From an optimization exercise on the open Yosys and OpenROAD flow, aimed at a short achievable clock period and few clock cycles per item; shortcuts taken in it are not production practice.
The RTL was checked by simulation tests, not by an equivalence proof against the original design.
No activity file was given, so power comes from the tool's default toggle rates.

==> 06-24 <==
==> flow/design.v <==
module memAccessDecode (
   input  logic [31:0] instr,
   input  logic [31:0] memAddr,
   input  logic [31:0] storeData,
   output logic        isLoad,
   output logic        isStore,
   output logic [1:0]  size,
   output logic        victimWay,
   output logic [31:0] storeWord,
   output logic [3:0]  byteEn
);
   localparam logic [5:0] opLw  = 6'h23;
   localparam logic [5:0] opLh  = 6'h21;
   localparam logic [5:0] opLhu = 6'h25;
   localparam logic [5:0] opLb  = 6'h20;
   localparam logic [5:0] opLbu = 6'h24;
   localparam logic [5:0] opSw  = 6'h2B;
   localparam logic [5:0] opSh  = 6'h29;
   localparam logic [5:0] opSb  = 6'h28;
   localparam logic [1:0] sizeByte = 2'd0;
   localparam logic [1:0] sizeHalf = 2'd1;
   localparam logic [1:0] sizeWord = 2'd2;
   logic [5:0] opcode;
   logic [1:0] byteSel;
   logic [4:0] laneShift;
   assign opcode  = instr[31:26];
   assign byteSel = memAddr[1:0];
   always_comb begin
      isLoad  = 1'b0;
      isStore = 1'b0;
      size    = sizeWord;
      case (opcode)
         opLw: begin
            isLoad = 1'b1;
         end
         opLh, opLhu: begin
            isLoad = 1'b1;
            size   = sizeHalf;
         end
         opLb, opLbu: begin
            isLoad = 1'b1;
            size   = sizeByte;
         end
         opSw: begin
            isStore = 1'b1;
         end
         opSh: begin
            isStore = 1'b1;
            size    = sizeHalf;
         end
         opSb: begin
            isStore = 1'b1;
            size    = sizeByte;
         end
         default: begin
         end
      endcase
   end
   always_comb begin
      case (size)
         sizeByte: begin
            laneShift = {~byteSel, 3'b000};
            storeWord = {24'd0, storeData[7:0]} << laneShift;
            byteEn    = 4'b1000 >> byteSel;
         end
         sizeHalf: begin
            laneShift = {~byteSel[1], 4'b0000};
            storeWord = {16'd0, storeData[15:0]} << laneShift;
            byteEn    = byteSel[1] ? 4'b0011 : 4'b1100;
         end
         default: begin
            laneShift = 5'd0;
            storeWord = storeData;
            byteEn    = 4'b1111;
         end
      endcase
   end
   assign victimWay = instr[20];
endmodule
module dcacheArrays (
   input  logic        CLK,
   input  logic        MRST,
   input  logic [3:0]  rdIndex,
   input  logic [1:0]  rdOffset,
   input  logic        wrWay,
   input  logic [3:0]  wrIndex,
   input  logic [1:0]  wrOffset,
   input  logic        wrDataWe,
   input  logic [3:0]  wrByteEn,
   input  logic [31:0] wrData,
   input  logic        wrTagWe,
   input  logic [23:0] wrTag,
   input  logic        wrStateWe,
   input  logic        wrValid,
   input  logic        wrDirty,
   output logic [23:0] tag0,
   output logic        valid0,
   output logic        dirty0,
   output logic [31:0] word0,
   output logic [23:0] tag1,
   output logic        valid1,
   output logic        dirty1,
   output logic [31:0] word1
);
   logic [23:0] tagMem  [0:31];
   logic [31:0] validMem;
   logic [31:0] dirtyMem;
   logic [31:0] dataMem [0:127];
   logic [4:0] wrLine;
   logic [6:0] wrWord;
   assign wrLine = {wrWay, wrIndex};
   assign wrWord = {wrWay, wrIndex, wrOffset};
   assign tag0   = tagMem[{1'b0, rdIndex}];
   assign valid0 = validMem[{1'b0, rdIndex}];
   assign dirty0 = dirtyMem[{1'b0, rdIndex}];
   assign word0  = dataMem[{1'b0, rdIndex, rdOffset}];
   assign tag1   = tagMem[{1'b1, rdIndex}];
   assign valid1 = validMem[{1'b1, rdIndex}];
   assign dirty1 = dirtyMem[{1'b1, rdIndex}];
   assign word1  = dataMem[{1'b1, rdIndex, rdOffset}];
   always_ff @(posedge CLK) begin
      if (MRST) begin
         validMem <= '0;
         dirtyMem <= '0;
      end
      else if (wrStateWe) begin
         validMem[wrLine] <= wrValid;
         dirtyMem[wrLine] <= wrDirty;
      end
   end
   always_ff @(posedge CLK) begin
      if (wrTagWe) begin
         tagMem[wrLine] <= wrTag;
      end
   end
   always_ff @(posedge CLK) begin
      if (wrDataWe) begin
         for (int b = 0; b < 4; b++) begin
            if (wrByteEn[b]) begin
               dataMem[wrWord][b*8 +: 8] <= wrData[b*8 +: 8];
            end
         end
      end
   end
endmodule
module dcacheControl (
   input  logic        CLK,
   input  logic        MRST,
   input  logic        isLoad,
   input  logic        isStore,
   input  logic        victimWay,
   input  logic [31:0] memAddr,
   input  logic [31:0] storeWord,
   input  logic [3:0]  byteEn,
   input  logic [23:0] tag0,
   input  logic        valid0,
   input  logic        dirty0,
   input  logic [31:0] word0,
   input  logic [23:0] tag1,
   input  logic        valid1,
   input  logic        dirty1,
   input  logic [31:0] word1,
   output logic [3:0]  rdIndex,
   output logic [1:0]  rdOffset,
   output logic        wrWay,
   output logic [3:0]  wrIndex,
   output logic [1:0]  wrOffset,
   output logic        wrDataWe,
   output logic [3:0]  wrByteEn,
   output logic [31:0] wrData,
   output logic        wrTagWe,
   output logic [23:0] wrTag,
   output logic        wrStateWe,
   output logic        wrValid,
   output logic        wrDirty,
   output logic [31:0] loadData,
   output logic        stall,
   output logic        memReqRead,
   output logic        memReqWrite,
   output logic [31:0] memReqAddr,
   output logic [31:0] memReqWdata,
   input  logic        memValid,
   input  logic [31:0] memRdata
);
   localparam logic [2:0] stIdle      = 3'd0;
   localparam logic [2:0] stStoreHit  = 3'd1;
   localparam logic [2:0] stWriteBack = 3'd2;
   localparam logic [2:0] stWaitMem   = 3'd3;
   localparam logic [2:0] stRefill    = 3'd4;
   logic [2:0] fsmState;
   logic [1:0] lineCount;
   logic [23:0] addrTag;
   logic [3:0]  addrIndex;
   logic [1:0]  addrOffset;
   logic [1:0] hitVec;
   logic       hit;
   logic       hitWay;
   logic       memOp;
   logic       victimValid;
   logic       victimDirty;
   logic [23:0] victimTag;
   logic       missDirty;
   logic       lastWord;
   logic       wbActive;
   logic [23:0] lineTag;
   logic [3:0]  lineIndex;
   logic        lineWay;
   logic        storeWay;
   logic [3:0]  storeIndex;
   logic [1:0]  storeOffset;
   logic [3:0]  storeByteEn;
   logic [31:0] storeWdata;
   assign addrTag    = memAddr[31:8];
   assign addrIndex  = memAddr[7:4];
   assign addrOffset = memAddr[3:2];
   assign hitVec[0] = valid0 && (tag0 == addrTag);
   assign hitVec[1] = valid1 && (tag1 == addrTag);
   assign hitWay    = hitVec[1];
   assign hit         = |hitVec;
   assign memOp       = isLoad || isStore;
   assign victimValid = victimWay ? valid1 : valid0;
   assign victimDirty = victimWay ? dirty1 : dirty0;
   assign victimTag   = victimWay ? tag1 : tag0;
   assign missDirty   = victimValid && victimDirty;
   assign lastWord    = (lineCount == 2'd3);
   assign wbActive    = (fsmState == stWriteBack);
   assign loadData = (isLoad && hit) ? (hitWay ? word1 : word0) : 32'd0;
   assign stall = memOp && ((fsmState != stIdle) || !hit);
   always_ff @(posedge CLK) begin
      if (MRST) begin
         fsmState  <= stIdle;
         lineCount <= 2'd0;
      end
      else begin
         case (fsmState)
            stIdle: begin
               lineCount <= 2'd0;
               if (memOp && !hit) begin
                  fsmState <= missDirty ? stWriteBack : stWaitMem;
               end
               else if (isStore) begin
                  fsmState <= stStoreHit;
               end
            end
            stStoreHit: begin
               fsmState <= stIdle;
            end
            stWriteBack: begin
               lineCount <= lineCount + 1'b1;
               if (lastWord) begin
                  fsmState <= stIdle;
               end
            end
            stWaitMem: begin
               if (memValid) begin
                  lineCount <= lineCount + 1'b1;
                  fsmState  <= stRefill;
               end
            end
            stRefill: begin
               if (memValid) begin
                  lineCount <= lineCount + 1'b1;
                  if (lastWord) begin
                     fsmState <= stIdle;
                  end
               end
            end
            default: begin
               fsmState <= stIdle;
            end
         endcase
      end
   end
   always_ff @(posedge CLK) begin
      if (fsmState == stIdle) begin
         lineIndex <= addrIndex;
         lineWay   <= victimWay;
         lineTag   <= missDirty ? victimTag : addrTag;
         storeWay    <= hitWay;
         storeIndex  <= addrIndex;
         storeOffset <= addrOffset;
         storeByteEn <= byteEn;
         storeWdata  <= storeWord;
      end
   end
   assign rdIndex  = wbActive ? lineIndex : addrIndex;
   assign rdOffset = wbActive ? lineCount : addrOffset;
   always_comb begin
      wrWay     = 1'b0;
      wrIndex   = 4'd0;
      wrOffset  = 2'd0;
      wrDataWe  = 1'b0;
      wrByteEn  = 4'd0;
      wrData    = 32'd0;
      wrTagWe   = 1'b0;
      wrTag     = 24'd0;
      wrStateWe = 1'b0;
      wrValid   = 1'b0;
      wrDirty   = 1'b0;
      case (fsmState)
         stStoreHit: begin
            wrWay     = storeWay;
            wrIndex   = storeIndex;
            wrOffset  = storeOffset;
            wrDataWe  = 1'b1;
            wrByteEn  = storeByteEn;
            wrData    = storeWdata;
            wrStateWe = 1'b1;
            wrValid   = 1'b1;
            wrDirty   = 1'b1;
         end
         stWriteBack: begin
            wrWay     = lineWay;
            wrIndex   = lineIndex;
            wrStateWe = lastWord;
            wrValid   = 1'b1;
            wrDirty   = 1'b0;
         end
         stWaitMem, stRefill: begin
            wrWay     = lineWay;
            wrIndex   = lineIndex;
            wrOffset  = lineCount;
            wrDataWe  = memValid;
            wrByteEn  = 4'b1111;
            wrData    = memRdata;
            wrTagWe   = memValid && lastWord;
            wrTag     = lineTag;
            wrStateWe = memValid && lastWord;
            wrValid   = 1'b1;
            wrDirty   = 1'b0;
         end
         default: begin
         end
      endcase
   end
   assign memReqRead  = (fsmState == stWaitMem) || (fsmState == stRefill);
   assign memReqWrite = wbActive;
   assign memReqAddr  = {lineTag, lineIndex, (wbActive ? lineCount : 2'b00), 2'b00};
   assign memReqWdata = wbActive ? (lineWay ? word1 : word0) : 32'd0;
endmodule
module memStage (
   input  logic        CLK,
   input  logic        MRST,
   input  logic [31:0] instr,
   input  logic [31:0] memAddr,
   input  logic [31:0] storeData,
   output logic [31:0] loadData,
   output logic        stall,
   output logic        memReqRead,
   output logic        memReqWrite,
   output logic [31:0] memReqAddr,
   output logic [31:0] memReqWdata,
   input  logic        memValid,
   input  logic [31:0] memRdata
);
   logic        isLoad;
   logic        isStore;
   logic [1:0]  size;
   logic        victimWay;
   logic [31:0] storeWord;
   logic [3:0]  byteEn;
   logic [3:0]  rdIndex;
   logic [1:0]  rdOffset;
   logic        wrWay;
   logic [3:0]  wrIndex;
   logic [1:0]  wrOffset;
   logic        wrDataWe;
   logic [3:0]  wrByteEn;
   logic [31:0] wrData;
   logic        wrTagWe;
   logic [23:0] wrTag;
   logic        wrStateWe;
   logic        wrValid;
   logic        wrDirty;
   logic [23:0] tag0;
   logic        valid0;
   logic        dirty0;
   logic [31:0] word0;
   logic [23:0] tag1;
   logic        valid1;
   logic        dirty1;
   logic [31:0] word1;
   memAccessDecode decodeInst (
      .instr     (instr),
      .memAddr   (memAddr),
      .storeData (storeData),
      .isLoad    (isLoad),
      .isStore   (isStore),
      .size      (size),
      .victimWay (victimWay),
      .storeWord (storeWord),
      .byteEn    (byteEn)
   );
   dcacheArrays arraysInst (
      .CLK       (CLK),
      .MRST      (MRST),
      .rdIndex   (rdIndex),
      .rdOffset  (rdOffset),
      .wrWay     (wrWay),
      .wrIndex   (wrIndex),
      .wrOffset  (wrOffset),
      .wrDataWe  (wrDataWe),
      .wrByteEn  (wrByteEn),
      .wrData    (wrData),
      .wrTagWe   (wrTagWe),
      .wrTag     (wrTag),
      .wrStateWe (wrStateWe),
      .wrValid   (wrValid),
      .wrDirty   (wrDirty),
      .tag0      (tag0),
      .valid0    (valid0),
      .dirty0    (dirty0),
      .word0     (word0),
      .tag1      (tag1),
      .valid1    (valid1),
      .dirty1    (dirty1),
      .word1     (word1)
   );
   dcacheControl controlInst (
      .CLK         (CLK),
      .MRST        (MRST),
      .isLoad      (isLoad),
      .isStore     (isStore),
      .victimWay   (victimWay),
      .memAddr     (memAddr),
      .storeWord   (storeWord),
      .byteEn      (byteEn),
      .tag0        (tag0),
      .valid0      (valid0),
      .dirty0      (dirty0),
      .word0       (word0),
      .tag1        (tag1),
      .valid1      (valid1),
      .dirty1      (dirty1),
      .word1       (word1),
      .rdIndex     (rdIndex),
      .rdOffset    (rdOffset),
      .wrWay       (wrWay),
      .wrIndex     (wrIndex),
      .wrOffset    (wrOffset),
      .wrDataWe    (wrDataWe),
      .wrByteEn    (wrByteEn),
      .wrData      (wrData),
      .wrTagWe     (wrTagWe),
      .wrTag       (wrTag),
      .wrStateWe   (wrStateWe),
      .wrValid     (wrValid),
      .wrDirty     (wrDirty),
      .loadData    (loadData),
      .stall       (stall),
      .memReqRead  (memReqRead),
      .memReqWrite (memReqWrite),
      .memReqAddr  (memReqAddr),
      .memReqWdata (memReqWdata),
      .memValid    (memValid),
      .memRdata    (memRdata)
   );
endmodule
==> flow/flow/run.sh <==
#!/bin/bash
# Standard layout, with timing repair aimed past the clock period and
# port buffers and repair free to use any buffer footprint.
set -euo pipefail
bash standard.sh SETUP_SLACK_MARGIN=4.0 MATCH_CELL_FOOTPRINT=0 \
   "BUFFER_PORTS_ARGS=-buffer_cell sky130_fd_sc_hd__buf_4" finish > standard.log 2>&1
==> flow/standard.sh <==
#!/bin/bash
# synth_recipe.tcl (not shown) runs the flow's synth.tcl, then flattens the netlist and writes it again
# the make line also repeats each setting of config.mk as NAME=value (left out here)
make -C /OpenROAD-flow-scripts/flow DESIGN_CONFIG=/design/flow/config.mk WORK_HOME=/design/flow/orfs CLKGATE_MAP_FILE= SYNTH_SCRIPT=/design/flow/synth_recipe.tcl "${@:-finish}"
==> flow/config.mk <==
export PLATFORM = sky130hd
export DESIGN_NAME = memStage
export DESIGN_NICKNAME = memStage
export VERILOG_FILES = /design/flow/design.v
export SDC_FILE = /design/flow/constraint.sdc
export NUM_CORES = 4
export LEC_CHECK = 0
export CAP_MARGIN = 20
export CORE_MARGIN = 2
export CORE_UTILIZATION = 45
export SLEW_MARGIN = 20
export SYNTH_MEMORY_MAX_BITS = 8192
export TNS_END_PERCENT = 20
==> flow/constraint.sdc <==
create_clock -name core_clock -period 11.0 [get_ports {CLK}]
set_input_delay 2.2000 -clock core_clock [delete_from_list [all_inputs] [get_ports {CLK}]]
set_output_delay 2.2000 -clock core_clock [all_outputs]
set_load 0.01 [all_outputs]
==> 03-06: changes against 06-24 <==
==> flow/run.sh (new file) <==
#!/bin/bash
# synth_recipe.tcl (not shown) runs the flow's synth.tcl, then flattens the netlist and writes it again
# the make line also repeats each setting of config.mk as NAME=value (left out here)
make -C /OpenROAD-flow-scripts/flow DESIGN_CONFIG=/design/flow/config.mk WORK_HOME=/design/flow/orfs CLKGATE_MAP_FILE= SYNTH_SCRIPT=/design/flow/synth_recipe.tcl finish
Settings changed: TNS_END_PERCENT 20 to default.
removed: flow/flow/run.sh
removed: flow/standard.sh
==> run summary <==
| item | 06-24 | 03-06 |
|---|---|---|
| Result of the run | finished clean | finished clean |
| Post-CTS Repair Setup Buffers | 95 | 0 |
| Cts repair resizes | 226 | 3 |
| Unrepaired setup endpoints after global routing | true | false |
| Storage cell area | 149000 sq um | 149000 sq um |
| Register fraction of the total cell area | 0.633 | 0.639 |
| Total clock buffers created by CTS | 527 | 521 |
| Area of all placed cells without fillers | 236000 sq um | 234000 sq um |
| Clock latency at the later pin of the worst-skew pair | 1120 ps | 1050 ps |
| Switching part of the total | 0.247 | 0.242 |
| Area of the multi-input gates | 54800 sq um | 53700 sq um |
| Detailed placement HPWL | 361 mm | 366 mm |
| Slowest Stage Delay on Critical Path | 570 ps | 700 ps |
| Power Total | 41.9 mW | 41.5 mW |
| Multi-input combinational gate total | 10.4k | 10.4k |
| Startpoint of the worst register-to-register path | controlInst.fsmState[0] | controlInst.fsmState[1] |
| Largest net degree at the start of global routing | 154 | 157 |
| Endpoint of the worst-slack reg-to-reg timing path | arraysInst.dataMem[61][25] | controlInst.fsmState[0] |
| GRT Resource Usage Total | 0.266 | 0.261 |
| Critical path data arrival time | 6540 ps | 8510 ps |
| Fraction of area in clock buffers and inverters | 0.0692 | 0.0690 |
Testbench counts of 06-24, summed over its fixed seeds: cycles 137,664, instrs 32,000.
Testbench counts of 03-06, summed over its fixed seeds: cycles 137,664, instrs 32,000.

port drivers added, routing unchanged:
Ports are ideal in the flow. The routed layouts listed here were re-timed in OpenROAD. Step 1, drivers: a clkbuf_16 drives CLK and a buf_2 each remaining input, both assumed. Step 2 also shifts input and output timing later by t, the mid clock arrival at the registers, as if the neighbouring blocks saw the same clock. Slacks: ideal / step 1 / step 2; pairs: ideal / step 1.
run	shift t [ns]	setup WS [ns]	worst setup path after step 2	latest minus earliest clock arrival (ns)
06-24	1.184	2.260 / 2.038 / 2.038	input to output	0.108 / 0.109
03-06	1.145	0.294 / 0.223 / 0.271	input to output	0.077 / 0.077
After both steps every run listed still meets setup and hold. The setup slack of 06-24, which loses most, moves by -0.222 ns with the drivers and by -0.222 ns with both steps.
